What follows belongs to an exercise in optimizing a design on an open flow for a short achievable clock period and few clock cycles; a production flow would make more cautious choices. Only simulation tests tie the RTL to the original design; equivalence was not proved. No activity file was given, so power comes from the tool's default toggle rates.

## job 7620
Design cpuTop, start of the top module:
module cpuTop #(
    parameter logic [DataWidth-1:0] resetPc = '0
) (
    input  logic                    clk,
    input  logic                    rst,
    output logic [DataWidth-1:0]    pc,
    output logic                    instrReq,
    input  cpuPkg::instrWord                instr,
    output logic                    regWrEn,
    output logic [RegAddrWidth-1:0] regWrAddr,
    output logic [DataWidth-1:0]    regWrData
);
    logic [15:0] pcR;
    logic        reqR;
    logic [15:0] regs [16];
    logic        eWr;         
    logic        eBr;         
    logic        eBne;
    logic [3:0]  eRa;
    logic [15:0] opA, opB;        
    logic [15:0] sum, logicRes, res;    
    logic [3:0]  eShamt;
    logic [3:0]  eOff;
    logic        eSub, eArith, eNand, eOr, eSll, eSrl, eSra;
    logic        wrEnR;
    logic [3:0]  wrAddrR;
    logic [15:0] wrDataR;
    logic [15:0] wbData;
    logic [15:0] wSel;
    assign pc        = pcR;
    assign instrReq  = reqR;
    assign regWrEn   = wrEnR;
    assign regWrAddr = wrAddrR;
    assign regWrData = wrDataR;
    logic [15:0] iw;
    logic [3:0]  op, fa, fb, fc;
    assign iw = instr;
    assign op = iw[15:12];
    assign fa = iw[11:8];
    assign fb = iw[7:4];
    assign fc = iw[3:0];
    logic isR, isImm, isShift, isBr, isWr;
    logic dSub, dArith, dNand, dOr, dSll, dSrl, dSra;
    always_comb begin
        isR = 1'b0; isImm = 1'b0; isShift = 1'b0; isBr = 1'b0;
        dSub = 1'b0; dArith = 1'b0; dNand = 1'b0; dOr = 1'b0;
        dSll = 1'b0; dSrl = 1'b0; dSra = 1'b0;
        case (op)
            OpAdd:   begin isR = 1'b1;   dArith = 1'b1; end
            OpSub:   begin isR = 1'b1;   dArith = 1'b1; dSub = 1'b1; end
            OpNand:  begin isR = 1'b1;   dNand = 1'b1; end
  ...
For scale: ~56 I/O pins, roughly 0.028 sq mm of cells after synthesis.
==> flow/config.mk <==
export PLATFORM = sky130hd
export DESIGN_NAME = cpuTop
export DESIGN_NICKNAME = cpuTop
export VERILOG_FILES = /design/flow/design.v
export SDC_FILE = /design/flow/constraint.sdc
export NUM_CORES = 4
export LEC_CHECK = 0
export CAP_MARGIN = 20
export CORE_MARGIN = 2
export CORE_UTILIZATION = 40
export PLACE_DENSITY = 0.6
export SLEW_MARGIN = 20
export SYNTH_HIERARCHICAL = 1
export SYNTH_MINIMUM_KEEP_SIZE = 0
==> flow/constraint.sdc <==
create_clock -name core_clock -period 8.0 [get_ports {clk}]
set_input_delay 1.6000 -clock core_clock [delete_from_list [all_inputs] [get_ports {clk}]]
set_output_delay 1.6000 -clock core_clock [all_outputs]
set_load 0.01 [all_outputs]
standard.sh (not shown) runs the stock make flow with config.mk's settings and CLKGATE_MAP_FILE= SYNTH_SCRIPT=/design/flow/synth_recipe.tcl, a recipe that flattens the netlist after the stock synthesis.
==> flow/flow/run.sh <==
#!/bin/bash
# The standard layout (standard.sh) with these changes:
#  - no full-adder extraction in synthesis (ADDER_MAP_FILE empty), so the
#    hand-built prefix adders keep their structure;
#  - timing repair may swap cells across footprints (MATCH_CELL_FOOTPRINT 0);
#  - timing repair aims at a setup margin of 5.4 ns;
#  - ports are buffered with buf_8 cells.
# make's full output goes to make_finish.log; ORFS's per-step logs stay under orfs/logs.
set -euo pipefail
bash standard.sh ADDER_MAP_FILE= MATCH_CELL_FOOTPRINT=0 SETUP_SLACK_MARGIN=5.4 \
    "BUFFER_PORTS_ARGS=-buffer_cell sky130_fd_sc_hd__buf_8" finish > make_finish.log 2>&1
Job 7620 | stages: all done | timing, DRC, antenna: all pass
Testbench counts of job 7620, summed over its fixed seeds: cycles 25,372.
For job 563, these inputs were changed with respect to job 7620:
diff --git a/flow/design.v b/flow/design.v
--- a/flow/design.v
+++ b/flow/design.v
@@ -77,45 +77,47 @@
     assign y = s ? a : b;
 endmodule
 module invc (input logic a, output logic y);
     assign y = ~a;
 endmodule
 module opBit (
-    input  logic fwd,
-    input  logic fwdn,
+    input  logic sA,
+    input  logic sL,
     input  logic sX,
     input  logic sY,
     input  logic sZ,
-    input  logic r,
+    input  logic a,
+    input  logic l,
     input  logic x,
     input  logic y,
     input  logic z,
     output logic q
 );
-    logic nr, nx, ny, nz;
-    nand2c u_r (.a(fwd), .b(r), .y(nr));
-    nand3c u_x (.a(sX), .b(fwdn), .c(x), .y(nx));
-    nand3c u_y (.a(sY), .b(fwdn), .c(y), .y(ny));
-    nand3c u_z (.a(sZ), .b(fwdn), .c(z), .y(nz));
-    nand4c u_q (.a(nr), .b(nx), .c(ny), .d(nz), .y(q));
+    logic na, nl, nx, nyz;
+    nand2c u_a (.a(sA), .b(a), .y(na));
+    nand2c u_l (.a(sL), .b(l), .y(nl));
+    nand2c u_x (.a(sX), .b(x), .y(nx));
+    aoi22c u_y (.a1(sY), .a2(y), .b1(sZ), .b2(z), .y(nyz));
+    nand4c u_q (.a(na), .b(nl), .c(nx), .d(nyz), .y(q));
 endmodule
 module opSel (
-    input  logic        fwd,
-    input  logic        fwdn,
+    input  logic        sA,
+    input  logic        sL,
     input  logic        sX,
     input  logic        sY,
     input  logic        sZ,
-    input  logic [15:0] r,
+    input  logic [15:0] a,
+    input  logic [15:0] l,
     input  logic [15:0] x,
     input  logic [15:0] y,
     input  logic [15:0] z,
     output logic [15:0] q
 );
     for (genvar i = 0; i < 16; i++) begin : g_b
-        opBit u_b (.fwd(fwd), .fwdn(fwdn), .sX(sX), .sY(sY), .sZ(sZ),
-                   .r(r[i]), .x(x[i]), .y(y[i]), .z(z[i]), .q(q[i]));
+        opBit u_b (.sA(sA), .sL(sL), .sX(sX), .sY(sY), .sZ(sZ),
+                   .a(a[i]), .l(l[i]), .x(x[i]), .y(y[i]), .z(z[i]), .q(q[i]));
     end
 endmodule
 module nand2c (input logic a, input logic b, output logic y);
     assign y = ~(a & b);
 endmodule
 module nand3c (input logic a, input logic b, input logic c, output logic y);
@@ -418,20 +420,22 @@
     logic        fwdA, fwdB;
     logic [15:0] immVal, opAD, opBD;
     assign fwdA   = isR ? f1b : f1a;
     assign fwdB   = (isR && f1c) || (isBr && f1b);
     assign immVal = {{8{iw[7] & (op != OpAddiu)}}, iw[7:0]};
     opSel u_opa (
-        .fwd (fwdA), .fwdn (!fwdA), .sX (isR), .sY (!isR), .sZ (1'b0),
-        .r   (res),  .x    (rdB),   .y  (rdA), .z  (immVal),
-        .q   (opAD)
+        .sA (fwdA && eArith), .sL (fwdA && !eArith), .sX (isR && !fwdA), .sY (!isR && !fwdA),
+        .sZ (1'b0),
+        .a  (sum),  .l (logicRes), .x (rdB), .y (rdA), .z (immVal),
+        .q  (opAD)
     );
     opSel u_opb (
-        .fwd (fwdB), .fwdn (!fwdB), .sX (isR), .sY (isBr), .sZ (!isR && !isBr),
-        .r   (res),  .x    (rdC),   .y  (rdB), .z  (immVal),
-        .q   (opBD)
+        .sA (fwdB && eArith), .sL (fwdB && !eArith), .sX (isR && !fwdB), .sY (isBr && !fwdB),
+        .sZ (!isR && !isBr && !fwdB),
+        .a  (sum),  .l (logicRes), .x (rdC), .y (rdB), .z (immVal),
+        .q  (opBD)
     );
     logic [15:0] pcD;
     logic        reqD, brWaitD;
     pcUnit #(
         .resetPc (resetPc)
     ) u_pc (
==> summary.txt <==
- Job 563: done, clean on timing, DRC and antenna
- [job 563] cell area after technology mapping rose about 1.1% relative to job 7620
- Count of clock-buffer cells in the layout went up by a little under 10% going from job 7620 to job 563.
- Looking at height of the die, job 563 sits about 0.53% higher than job 7620 does.
- Summary of job 563 over job 7620: worst reg2reg path depth went down 7; power higher; minimum setup slack in the final design went down 0.048 ns; leakage power has increased; global-route wire length before repair fell 1.2%.
- Job 563 vs. job 7620: slew of the pin with the lowest slew margin went down by 0.038 ns.
- Compared with job 7620, the router placed fewer vias in job 563.
Testbench counts of job 563, summed over its fixed seeds: cycles 25,372.

==> re-timing with driven ports <==
Ports are ideal in the flow. The routed layouts listed here were re-timed in OpenROAD. Step 1 assumes that a clkbuf_16 drives the clock port and a buf_2 every other input. Step 2 times the ports against the registers' clock, not the clock port: input delays grow and output delays shrink by t, the midpoint of the rising clock arrivals with the driver on. Slacks: ideal ports / drivers / drivers and shift; pairs: ideal ports / drivers.
run	t, ns	setup slack, ns	hold WS [ns]	cell pins on the clock port's net
job 7620	0.661	5.315 / 5.179 / 4.518	0.468 / 0.468 / 0.468	1
job 563	0.640	5.267 / 5.182 / 4.542	0.450 / 0.450 / 0.450	1
After both steps setup and hold are still met in every run listed. The setup slack of job 7620, which loses most, moves by -0.136 ns with the drivers and by -0.797 ns with both steps.
